Source: an optimization exercise on an open RTL-to-GDS flow (aim: small area, a short achievable clock period and few clock cycles). Production flows keep margins and buffers that such runs may drop.
In this exercise RTL edits were held to simulation tests only and were not proved equivalent to the original.
Power is estimated from default activity; no workload was simulated.

File: flow/config.mk
export PLATFORM = sky130hd
export DESIGN_NAME = modarith_unit
export DESIGN_NICKNAME = modarith_unit
export VERILOG_FILES = /design/flow/design.v
export SDC_FILE = /design/flow/constraint.sdc
export NUM_CORES = 4
export LEC_CHECK = 0
export CAP_MARGIN = 40
export CORE_MARGIN = 2
export CORE_UTILIZATION = 55
export SETUP_SLACK_MARGIN = 5
export SLEW_MARGIN = 40
File: flow/constraint.sdc
create_clock -name core_clock -period 10.5 [get_ports {clk}]
set_input_delay 2.1000 -clock core_clock [delete_from_list [all_inputs] [get_ports {clk}]]
set_output_delay 2.1000 -clock core_clock [all_outputs]
set_load 0.01 [all_outputs]
File: flow/design.v
`timescale 1ns/1ps
`default_nettype none
module modarith_unit (
    input  logic         clk,
    input  logic         rst_n,
    input  logic         start,
    input  logic [1:0]   op,
    input  logic [127:0] a,
    input  logic [127:0] b,
    input  logic [127:0] m,
    output logic         busy,
    output logic         done,
    output logic [127:0] res_value,
    output logic         res_err
);
    localparam int K     = 2;                       
    localparam int NSTEP = (128 + K - 1) / K;       
    localparam int BW    = NSTEP * K;               
    localparam int SW    = 131;                     
    localparam int IW    = SW + K;                  
    localparam int P     = 122;                     
    localparam int EW    = 10;                      
    localparam int MP    = 2;                       
    localparam int BIAS  = 1;
    localparam int QMIN  = -(1 << (K - 1));
    localparam int NQ    = 1 << (K + 1);            
    localparam int NT    = NQ - 1;                  
    localparam int MHW   = 128 - P + MP;            
    localparam int TW    = EW + 8;                  
    localparam int CW    = 7;                       
    localparam logic [3:0] ST_IDLE  = 4'd0,
                           ST_MSTEP = 4'd1,   
                           ST_MFIN  = 4'd2,   
                           ST_FIX   = 4'd3,   
                           ST_ADD1  = 4'd4,   
                           ST_ADD2  = 4'd5,   
                           ST_SUB1  = 4'd6,   
                           ST_FSTEP = 4'd7,   
                           ST_FP1   = 4'd8,   
                           ST_FSUB  = 4'd9,   
                           ST_MSET  = 4'd10;  
    logic [127:0]  ra, rm;
    logic [BW-1:0] rb;
    logic [SW-1:0] S, C;
    logic [CW-1:0] cnt;
    logic [3:0]    st;
    logic          sub_r;    
    logic          czero_r;  
    logic          last_r;   
    logic          err_r;
    logic accept;
    assign accept = start & (~busy | done);
    logic do_step;
    assign do_step = (st == ST_MSTEP) | (st == ST_FSTEP);
    logic [IW-1:0] s_sh, c_sh;
    logic [K-1:0][IW-1:0] pp;
    logic [IW-1:0] m_ext;
    assign s_sh  = {S, {K{1'b0}}};
    assign c_sh  = {C, {K{1'b0}}};
    assign m_ext = {{(IW-128){1'b0}}, rm};
    for (genvar i = 0; i < K; i++) begin : g_pp
        assign pp[i] = rb[BW-K+i] ? ({{(IW-128){1'b0}}, ra} << i) : '0;
    end
    logic [MHW-1:0] mh;
    assign mh = rm[127 -: MHW];
    logic [K-1:0] nd;             
    assign nd = do_step ? rb[BW-K-1 -: K] : rb[BW-1 -: K];
    logic [K-1:0][IW-1:0] ash;    
    for (genvar i = 0; i < K; i++) begin : g_ash
        assign ash[i] = {{(IW-128){1'b0}}, ra} << i;
    end
    logic [EW-1:0] ppt;           
    always_comb begin
        ppt = '0;
        for (int i = 0; i < K; i++)
            if (nd[i]) ppt = ppt + ash[i][P +: EW];
    end
    logic [NT-1:0][EW-1:0] nth, nth_n;
    logic [NT-1:0]         th;
    for (genvar t = 0; t < NT; t++) begin : g_th
        localparam int CJ = 2 * (QMIN + 1 + t) - 1;
        logic signed [TW-1:0] cj, mhs, prod, thr;
        logic [EW-1:0] tx, ty, tsum;
        assign cj    = TW'(CJ);
        assign mhs   = {{(TW-MHW){1'b0}}, mh};
        assign prod  = cj * mhs;
        assign thr   = (prod >>> (MP + 1)) - TW'(BIAS);
        assign nth_n[t] = ppt - thr[EW-1:0];
        assign tx    = s_sh[P +: EW] ^ c_sh[P +: EW] ^ nth[t];
        assign ty    = {((s_sh[P +: EW-1] & c_sh[P +: EW-1]) | (s_sh[P +: EW-1] & nth[t][EW-2:0]) |
                         (c_sh[P +: EW-1] & nth[t][EW-2:0])), 1'b0};
        assign tsum  = tx + ty;
        assign th[t] = ~tsum[EW-1];
    end
    always_ff @(posedge clk) nth <= nth_n;
    localparam int H = 1 << (K - 1);
    logic qen;      
    assign qen = (st == ST_MSTEP);
    logic [NQ:0]   thx;
    logic [NQ-1:0] eq;            
    logic [K-2:0]  ql;
    always_comb begin
        thx = {1'b0, th, 1'b1};
        for (int v = 0; v < NQ; v++) eq[v] = thx[v] & ~thx[v+1];
        for (int bt = 0; bt < K - 1; bt++) begin
            ql[bt] = 1'b0;
            for (int v = 0; v < NQ; v++) if (((v >> bt) & 1) != 0) ql[bt] = ql[bt] | eq[v];
            ql[bt] = ql[bt] & qen;
        end
    end
    logic sel_p, sel_n1, sel_n2, inc_h;
    assign sel_p  = qen & ~th[H-1];
    assign sel_n1 = qen & th[2*H-1] & ~th[3*H-1];
    assign sel_n2 = qen & th[3*H-1];
    assign inc_h  = qen & th[2*H-1];
    logic [IW-1:0] tq_h, m_k1, m_k;
    assign m_k1 = m_ext << (K - 1);
    assign m_k  = m_ext << K;
    assign tq_h = ({IW{sel_p}} & m_k1) | ({IW{sel_n1}} & ~m_k1) | ({IW{sel_n2}} & ~m_k);
    logic [2*K:0][IW-1:0]   xs, ys;
    logic [2*K-1:0][IW-1:0] addend;
    logic [2*K-1:0]         addinc;
    always_comb begin
        for (int i = 0; i < K; i++) begin
            addend[i] = pp[K-1-i];
            addinc[i] = 1'b0;
        end
        addend[K] = tq_h;
        addinc[K] = inc_h;
        for (int i = 0; i < K - 1; i++) begin
            addend[K+1+i] = ql[i] ? ~(m_ext << i) : '0;
            addinc[K+1+i] = ql[i];
        end
    end
    assign xs[0] = s_sh;
    assign ys[0] = c_sh;
    for (genvar r = 0; r < 2 * K; r++) begin : g_csa
        assign xs[r+1] = xs[r] ^ ys[r] ^ addend[r];
        logic [IW-1:0] maj;
        assign maj     = (xs[r] & ys[r]) | (xs[r] & addend[r]) | (ys[r] & addend[r]);
        assign ys[r+1] = {maj[IW-2:0], addinc[r]};
    end
    logic [SW-1:0] step_s, step_c;
    assign step_s = xs[2*K][SW-1:0];
    assign step_c = ys[2*K][SW-1:0];
    logic [SW-1:0] cpa;
    assign cpa = S + (C ^ {SW{sub_r}}) + {{(SW-1){1'b0}}, sub_r};
    logic neg;
    assign neg = cpa[SW-1];
    logic addsub_in;
    assign addsub_in = ~op[1];
    always_ff @(posedge clk) begin
        if (do_step) begin
            S <= step_s;
            C <= step_c;
        end else if (accept) begin
            S <= {{(SW-128){1'b0}}, a & {128{addsub_in}}};
            C <= {{(SW-128){1'b0}}, b & {128{addsub_in}}};
        end else begin
            S <= cpa;
            C <= czero_r ? '0 : {{(SW-128){1'b0}}, rm};
        end
        if (accept) begin
            ra <= a;
            rm <= m;
            rb <= {{(BW-128){1'b0}}, b};
            cnt <= CW'(NSTEP - 1);
            err_r <= (op == 2'd3);
        end else if (do_step) begin
            rb <= rb << K;
            cnt <= cnt - 1'b1;
        end
    end
    logic [3:0] st_n;
    logic       sub_n, czero_n, last_n, done_n;
    always_comb begin
        st_n    = ST_IDLE;
        sub_n   = 1'b0;
        czero_n = 1'b0;
        last_n  = last_r;
        done_n  = 1'b0;
        case (st)
            ST_MSET:  st_n = ST_MSTEP;
            ST_MSTEP: st_n = (cnt == '0) ? ST_MFIN : ST_MSTEP;
            ST_MFIN, ST_ADD2, ST_SUB1: begin
                if (neg) st_n = ST_FIX;
                else     done_n = 1'b1;
            end
            ST_FIX:  done_n = 1'b1;
            ST_ADD1: begin st_n = ST_ADD2; sub_n = 1'b1; end
            ST_FSTEP: begin st_n = ST_FP1; last_n = (cnt == '0); end
            ST_FP1:  begin st_n = ST_FSUB; sub_n = 1'b1; end
            ST_FSUB: begin
                if (sub_r) begin
                    st_n = ST_FSUB;
                    if (neg) czero_n = 1'b1;   
                    else     sub_n   = 1'b1;
                end else if (last_r) begin
                    done_n = 1'b1;
                end else begin
                    st_n = ST_FSTEP;
                end
            end
            default: ;
        endcase
        if (accept) begin
            last_n = 1'b0;
            case (op)
                2'd0: begin st_n = ST_ADD1; end
                2'd1: begin st_n = ST_SUB1; sub_n = 1'b1; end
                2'd2: begin st_n = m[127] ? ST_MSET : ST_FSTEP; czero_n = 1'b1; end
                default: begin st_n = ST_IDLE; done_n = 1'b1; end
            endcase
        end
    end
    always_ff @(posedge clk or negedge rst_n) begin
        if (!rst_n) begin
            st      <= ST_IDLE;
            sub_r   <= 1'b0;
            czero_r <= 1'b0;
            last_r  <= 1'b0;
            busy    <= 1'b0;
            done    <= 1'b0;
        end else begin
            st      <= st_n;
            sub_r   <= sub_n;
            czero_r <= czero_n;
            last_r  <= last_n;
            busy    <= accept | (busy & ~done);
            done    <= done_n;
        end
    end
    assign res_value = S[127:0];
    assign res_err   = err_r;
endmodule
`default_nettype wire
File: flow/run.sh
#!/bin/bash
# synth_recipe.tcl (not shown) runs the flow's synth.tcl, then flattens the netlist and writes it again
# the make line also repeats each setting of config.mk as NAME=value (left out here)
make -C /OpenROAD-flow-scripts/flow DESIGN_CONFIG=/design/flow/config.mk WORK_HOME=/design/flow/orfs CLKGATE_MAP_FILE= SYNTH_SCRIPT=/design/flow/synth_recipe.tcl finish
==> flow_metrics.py, run 1 <==
metrics = {
    "run_status": {
        "outcome": "no timing/DRC/antenna violations",
    },
    "synth": {
        "yosysUniqueCellTypes": 98,
        "syn_area_um2": 60310,
        "synth_top_area_cell": "fa_1",
        "yosys.cell_count.top_type": "nand2_1",
        "synthesis.nets": 7707,
        "synth.avg_cell_area_um2": 9.444,
        "yosys.area.top_type_share": 0.1945,
        "async_flop_share": 0.01228,
        "synth_top_cells_by_area": "fa_1, edfxtp_1, dfxtp_1, ha_1, nand2_1",
        "ys.flop_type": "edfxtp_1",
        "seq_area_frac_synth": 0.3080,
        "synthTopCellsByCount": "nand2_1, inv_1, nor2_1",
        "ys_ff_latch": 733,
        "syn_inst": 6386,
        "ys_warn_count": 1,
        "synth_edf_count": 385,
    },
    "timing": {
        "timing.final.crit_share": 0.5065,
        "fmax_ghz": 0.1880,
        "grt_setup_unrepaired": "true",
        "skew_ns": 0.03739,
        "min_period_ns": 5.318,
        "final_max_slew_viol_count": 0,
        "hold_violations": 0,
        "tns_ns": 0,
        "setup_slack_ns": 5.182,
        "slew_headroom": 0.2774,
        "holdWs_ns": 0.5095,
        "setup_violations": 0,
        "tightest_slew_ns": 1.078,
    },
    "cells_and_area": {
        "drive_above_1_share": 0.06382,
        "syn_to_final_growth_pct": 14.19,
        "post-route-util": 0.6327,
        "final_nets": 7924,
        "final_area_um2": 68870,
    },
    "routing": {
        "drt_iter0_markers": 4499,
        "wl_met3_um": 20910,
        "wirelength_um": 199000,
        "top_layer": "met5",
        "num_vias": 48090,
        "postRouteAntennaNets": 0,
        "route.detailed.drc": 0,
        "via_per_inst": 5.937,
        "wl_met2_um": 85130,
        "drtPass1Iterations": 6,
        "post_drt_wl_per_cell_um": 24.57,
        "wl_met1_um": 85840,
    },
    "grt": {
        "grt_pass1_vias": 47620,
        "grt_overflow": 0,
        "grt_max_degree": 162,
        "antenna_found_initial": 16,
        "grt_pass1_wl_um": 299800,
        "gr-usage-all-layers": 0.3532,
    },
    "placement": {
        "dpl-instance-area_um2": 65650,
        "place.gp.congestion": 0.9756,
        "dp_slack_ns": 4.197,
        "hpwl_um": 149900,
        "port_buffers": 519,
    },
    "min_path": {
        "hold_path_depth": 2,
        "hold_path.class": "flip-flop to flip-flop",
    },
    "floorplanning": {
        "dieArea_um2": 112300,
        "core_um2": 108900,
        "num_rows": 121,
        "start_util": 0.5540,
        "die_height_um": 335.1,
        "fp.dieW_um": 335.1,
        "boundaryPins": 520,
    },
    "clock_tree": {
        "cts_buffers": 85,
        "cts_tree": "done",
        "cts_sinks": 733,
        "cts.clk_slew.worst_paths_ns": 0.06,
        "cts_root_buf": "clkbuf_16",
        "cts_buffer_depth": 3,
        "h-tree-depth": 3,
        "clock_latency_ns": 0.69,
        "ctsHoldBuffers": 0,
    },
    "critical_path": {
        "path_max_fanout": 46,
        "crit_path_start_kind": "flip-flop",
        "endpoint_kind": "flip-flop",
        "crit_arrival_ns": 5.84,
        "crit_type": "flip-flop to flip-flop",
        "reg2reg_depth": 21,
        "cp_data_required_time_ns": 11.02,
    },
    "power": {
        "cellPowerDensity_nw_per_um2": 90.97,
        "p_leak_nw": 29.83,
        "ir_drop_v": 0.0001263,
    },
    "job": {
        "drv_cap": 0,
    },
}
timing repair:
| item | 4_1_cts | 5_1_grt |
|---|---|---|
| buffers inserted | 5 | 8 |
| setup endpoints to repair | 198 | 179 |
| pin swaps | 1 | 4 |
| resized for setup | 23 | 36 |
| cloned | 3 | 1 |
registers in the layout, indices dropped and copies added (netlist names):
register / cells
st: 4
err_r: 1
C: 131
cnt: 7
czero_r: 1
sub_r: 1
ra: 128
done: 1
busy: 1
last_r: 1
rm: 128
S: 131
nth: 70
rb: 128
worst paths after layout:
kind,startpoint,endpoint,slack (ns)
max,C[122],S[86],5.18
min,cnt[1],cnt[1],0.51
max reg2reg,C[122],S[86],5.18
min reg2reg,cnt[1],cnt[1],0.51
max in group asynchronous,rst_n,sub_r,8.05
min in group asynchronous,rst_n,st[3],1.87
per-stage QoR:
stage	std cells	total power, mW
CTS	8079	6.297
floorplan	6386	3.070
global route	8096	6.400
global placement	7904	3.259
detailed placement	7912	3.258
finish	8099	6.264
cell type report:
class	count	area, um2
Fill cell	9099	39990
Timing Repair Buffer	587	5968
Sequential cell	733	18600
Tap cell	1414	1769
Inverter	680	2579
Antenna cell	10	25.02
Clock buffer	117	2445
Clock inverter	42	377.9
Multi-Input combinational cell	4516	37110
power by group:
part / total, mW / leakage (nW) / switching [mW] / internal [mW]
combinational: 0.198 / 22.5 / 0.0678 / 0.130
clock: 3.07 / 1.38 / 1.31 / 1.76
sequential: 3.00 / 5.99 / 0 / 3.00
total: 6.26 / 29.8 / 1.37 / 4.89
cell families (layout without fill, tap and decap cells):
group / count (synthesis) / count (layout) / share of synthesized area
simple gates: 1933 / 1936 / 0.1377
compound gates: 1246 / 1247 / 0.1492
buf+inv: 1141 / 1426 / 0.08033
fa+ha+maj: 932 / 932 / 0.2663
flops: 733 / 733 / 0.3080
xor+xnor: 392 / 392 / 0.05693
mux: 9 / 9 / 0.001577
other cells: 0 / 10 / 0
cells in the final DEF (no fill, tap or decap), types with 31 or more instances in the layout:
| cell type | n |
|---|---|
| a21o_1 | 117 |
| ha_1 | 346 |
| a221oi_1 | 176 |
| fa_1 | 586 |
| nand4_1 | 69 |
| nand2_1 | 840 |
| edfxtp_1 | 385 |
| a21oi_1 | 298 |
| o221a_2 | 128 |
| nor2_1 | 664 |
| clkbuf_16 | 91 |
| clkdlybuf4s50_1 | 519 |
| o21ai_0 | 192 |
| and2_1 | 142 |
| nor2b_1 | 31 |
| o21bai_1 | 70 |
| dfxtp_1 | 332 |
| xor2_1 | 223 |
| buf_4 | 39 |
| xnor2_1 | 167 |
| nor3_1 | 34 |
| inv_1 | 672 |
| a31oi_1 | 55 |
| nand2b_1 | 35 |
metal layers:
layer,up-vias,track usage
met1,23660,0.5124
li1,21820,-
met4,6,0.1087
met3,317,0.08732
met5,-,0
met2,2292,0.5209
worst max-delay path, stage by stage, from the launching register on:
cell and delay, ns:
dfxtp_4 0.39, clkinvlp_4 0.15, fa_1 0.58, inv_1 0.05, ha_1 0.28, nand2_1 0.06
o21bai_1 0.09, a21o_1 0.20, a21oi_1 0.28, o21ai_0 0.14, o21ai_0 0.12, xnor2_1 0.17
nor4_4 0.32, buf_12 0.30, buf_12 0.29, nand2_1 0.08, o221a_2 0.16, fa_1 0.54
inv_1 0.05, fa_1 0.46, a22oi_1 0.28, o21ai_0 0.13
Testbench counts, summed over its fixed seeds: cycles 18,513.
==> run 2: changes to the inputs <==
==> flow/flow/run.sh (new file) <==
#!/bin/bash
# The standard layout (the standard.sh: standard synthesis, floorplan,
# placement, CTS, routing, finish) with a larger setup slack margin for
# ORFS's timing repair, so the repair keeps working on the critical paths
# after the design's 10.5 ns clock is met.  The constraints are the standard flow's own.
set -euo pipefail
bash standard.sh SETUP_SLACK_MARGIN=6 finish > standard_sh.log 2>&1
==> flow/standard.sh (new file) <==
#!/bin/bash
# synth_recipe.tcl (not shown) runs the flow's synth.tcl, then flattens the netlist and writes it again
# the make line also repeats each setting of config.mk as NAME=value (left out here)
make -C /OpenROAD-flow-scripts/flow DESIGN_CONFIG=/design/flow/config.mk WORK_HOME=/design/flow/orfs CLKGATE_MAP_FILE= SYNTH_SCRIPT=/design/flow/synth_recipe.tcl "${@:-finish}"
--- a/flow/config.mk
+++ b/flow/config.mk
@@ -10,3 +10,2 @@
 export CORE_UTILIZATION = 55
-export SETUP_SLACK_MARGIN = 5
 export SLEW_MARGIN = 40
removed: flow/run.sh
==> flow_metrics.py, run 2 <==
metrics = {
    "run_status": {
        "outcome": "no timing/DRC/antenna violations",
    },
    "grt": {
        "gr-usage-all-layers": 0.3868,
        "grt_pass1_vias": 49720,
        "grt_pass1_wl_um": 322500,
        "antenna_found_initial": 35,
        "grt_max_degree": 148,
        "grt_overflow": 0,
    },
    "clock_tree": {
        "cts.clk_slew.worst_paths_ns": 0.06,
        "cts_tree": "done",
        "cts_buffers": 88,
        "clock_latency_ns": 0.71,
        "cts_root_buf": "clkbuf_16",
        "cts_buffer_depth": 3,
        "h-tree-depth": 3,
        "cts_sinks": 733,
    },
    "critical_path": {
        "crit_type": "flip-flop to flip-flop",
        "path_max_fanout": 8,
        "crit_path_start_kind": "flip-flop",
        "rrSetupSlack_ns": 5.59,
        "timing.rr.start": "sub_r",
        "cp_data_required_time_ns": 11.06,
        "crit_arrival_ns": 5.47,
        "endpoint_kind": "flip-flop",
        "crit_end": "S[68]",
        "startpoint": "sub_r",
        "reg2reg_depth": 15,
        "r2r_end": "S[68]",
    },
    "floorplanning": {
        "dieArea_um2": 112300,
        "fp.dieW_um": 335.1,
        "die_height_um": 335.1,
        "num_rows": 121,
        "boundaryPins": 520,
        "core_um2": 108900,
        "start_util": 0.5540,
    },
    "synth": {
        "yosysUniqueCellTypes": 98,
        "synth_top_cells_by_area": "fa_1, edfxtp_1, dfxtp_1, ha_1, nand2_1",
        "yosys.area.top_type_share": 0.1945,
        "synth_top_area_cell": "fa_1",
        "ys_warn_count": 1,
        "syn_inst": 6386,
        "synth_edf_count": 385,
        "async_flop_share": 0.01228,
        "seq_area_frac_synth": 0.3080,
        "synthesis.nets": 7707,
        "ys_ff_latch": 733,
        "synthTopCellsByCount": "nand2_1, inv_1, nor2_1",
        "syn_area_um2": 60310,
        "synth.avg_cell_area_um2": 9.444,
        "yosys.cell_count.top_type": "nand2_1",
        "ys.flop_type": "edfxtp_1",
    },
    "placement": {
        "hpwl_um": 150900,
        "place.gp.congestion": 0.9793,
        "post-place-cells": 7911,
        "port_buffers": 519,
        "dp_slack_ns": 4.233,
    },
    "power": {
        "clockPowerShare": 0.503,
        "p_seq_frac": 0.466,
        "p_leak_nw": 31.18,
        "cellPowerDensity_nw_per_um2": 87.83,
        "combPwrFrac": 0.032,
        "ir_drop_v": 0.0001256,
        "p_sw_mw": 1.451,
        "p_int_mw": 4.987,
        "swShare": 0.2254,
    },
    "timing": {
        "tns_ns": 0,
        "slew_headroom": 0.3403,
        "final_max_slew_viol_count": 0,
        "fmax_ghz": 0.2038,
        "timing.final.crit_share": 0.4674,
        "min_period_ns": 4.908,
        "skew_ns": 0.02921,
        "holdWs_ns": 0.4995,
        "grt_setup_unrepaired": "true",
        "setup_violations": 0,
        "hold_violations": 0,
        "setup_slack_ns": 5.592,
        "tightest_slew_ns": 0.9863,
    },
    "routing": {
        "via_per_inst": 6.119,
        "route.detailed.drc": 0,
        "wl_met3_um": 25890,
        "wirelength_um": 224600,
        "drt_iter0_markers": 5342,
        "wl_met1_um": 88190,
        "post_drt_wl_per_cell_um": 27.24,
        "num_vias": 50470,
        "drtPass1Iterations": 8,
        "top_layer": "met5",
        "postRouteAntennaNets": 0,
        "wl_met2_um": 98810,
    },
    "job": {
        "drv_cap": 0,
    },
    "cells_and_area": {
        "final_cell_mix": "nand2_1, nor2_1, inv_1, clkdlybuf4s50_1, fa_1",
        "final_nets": 8068,
        "final_common_cell": "nand2_1",
        "drive_above_1_share": 0.1352,
        "instances_no_fill": 8247,
        "syn_to_final_growth_pct": 21.54,
        "top_regs": "C (131), S (131)",
    },
    "min_path": {
        "hold_path.class": "flip-flop to flip-flop",
        "hold_path_depth": 2,
    },
}
[run 2: metal layers]
| metal | track usage | vias up |
|---|---|---|
| li1 | - | 22160 |
| met1 | 0.5210 | 24860 |
| met2 | 0.5909 | 2837 |
| met3 | 0.1042 | 569 |
| met4 | 0.1608 | 40 |
| met5 | 0 | - |
[run 2: area by class of cell]
| type | count | area [um2] |
|---|---|---|
| Tap cell | 1414 | 1769 |
| Clock buffer | 126 | 2519 |
| Antenna cell | 11 | 27.53 |
| Multi-Input combinational cell | 4516 | 38990 |
| Timing Repair Buffer | 727 | 8252 |
| Clock inverter | 39 | 483.0 |
| Inverter | 680 | 2614 |
| Sequential cell | 733 | 18630 |
| Fill cell | 8731 | 35560 |
| Timing Repair inverter | 1 | 8.758 |
[run 2: what timing repair did]
item,CTS,global route
endpoints found under the hold margin,0,0
hold buffers,0,0
gates cloned,29,14
resized for setup,371,286
setup endpoints to repair,502,366
pin swaps,256,222
buffers inserted,69,45
[run 2: worst max-delay path, stage by stage, from the launching register on]
cell and delay (ns):
dfrtp_4 0.54, buf_16 0.18, mux2_4 0.30, inv_1 0.09, fa_2 0.20, and2b_2 0.24, o211a_4 0.27, o31a_1 0.36
o21a_2 0.28, o31a_1 0.43, a21bo_2 0.28, a21boi_0 0.57, o21ai_1 0.33, a31oi_1 0.41, xor2_1 0.19, o21ai_0 0.08
[run 2: cells by family (layout without fill, tap and decap cells)]
| group | after synthesis | count (layout) | synth area share |
|---|---|---|---|
| and+or+nand+nor | 1933 | 1937 | 0.1377 |
| AOI/OAI and AO/OA | 1246 | 1246 | 0.1492 |
| buffers and inverters | 1141 | 1573 | 0.08033 |
| adders and majority gates | 932 | 932 | 0.2663 |
| DFF | 733 | 733 | 0.3080 |
| xor gates and xnor gates | 392 | 392 | 0.05693 |
| muxes | 9 | 9 | 0.001577 |
| other | 0 | 11 | 0 |
[run 2: per-stage QoR]
step / utilization / total power, mW / instance area [um2]
4_1_cts: 0.6574 / 6.454 / 71560
5_1_grt: 0.6733 / 6.555 / 73290
3_3_place_gp: 0.6022 / 3.262 / 65550
6_report: 0.6733 / 6.438 / 73300
3_5_place_dp: 0.6036 / 3.261 / 65700
2_1_floorplan: - / 3.069 / 60410
[run 2: how the worst min path moves through the flow]
stage | startpoint | endpoint
floorplan | cnt[5] | cnt[5]
global placement | cnt[5] | cnt[5]
detailed placement | cnt[6] | cnt[6]
CTS | cnt[1] | cnt[1]
global route | rb[75] | rb[77]
finish | cnt[1] | cnt[1]
[run 2: power groups by stage]
stage	registers [mW]	logic, mW	clock network, mW
6_report	3.00	0.203	3.24
5_1_grt	3.00	0.207	3.35
4_1_cts	3.00	0.200	3.25
3_5_place_dp	3.06	0.198	0
3_3_place_gp	3.06	0.199	0
2_1_floorplan	3.06	0.00519	0

-- re-timing with driven ports --
How much do the figures lean on ideal ports? The routed layouts below were timed once more, with nothing changed but the port constraints. Step 1 (the two cells are an assumption about what drives the block):
set clk [get_ports {clk}]
set_driving_cell -lib_cell sky130_fd_sc_hd__clkbuf_16 $clk
set_driving_cell -lib_cell sky130_fd_sc_hd__buf_2 [delete_from_list [all_inputs] $clk]
Step 2 moves the port delays by t, midway between the first and last clock arrival at a register: inputs arrive t later, outputs are due t later. That takes back most of the time a late clock gives input paths. a / b / c = no drivers / after step 1 / after step 2; a / b = the first two.
| run | shift t [ns] | slack for setup (ns) | worst register clock-pin slew, ns |
|---|---|---|---|
| run 1 | 0.750 | 5.182 / 5.182 / 4.903 | 0.07 / 0.07 |
| run 2 | 0.778 | 5.592 / 5.592 / 5.251 | 0.07 / 0.07 |
After both steps every run listed still meets setup and hold. The setup slack of run 2, which loses most, moves by 0.000 ns with the drivers and by -0.341 ns with both steps.
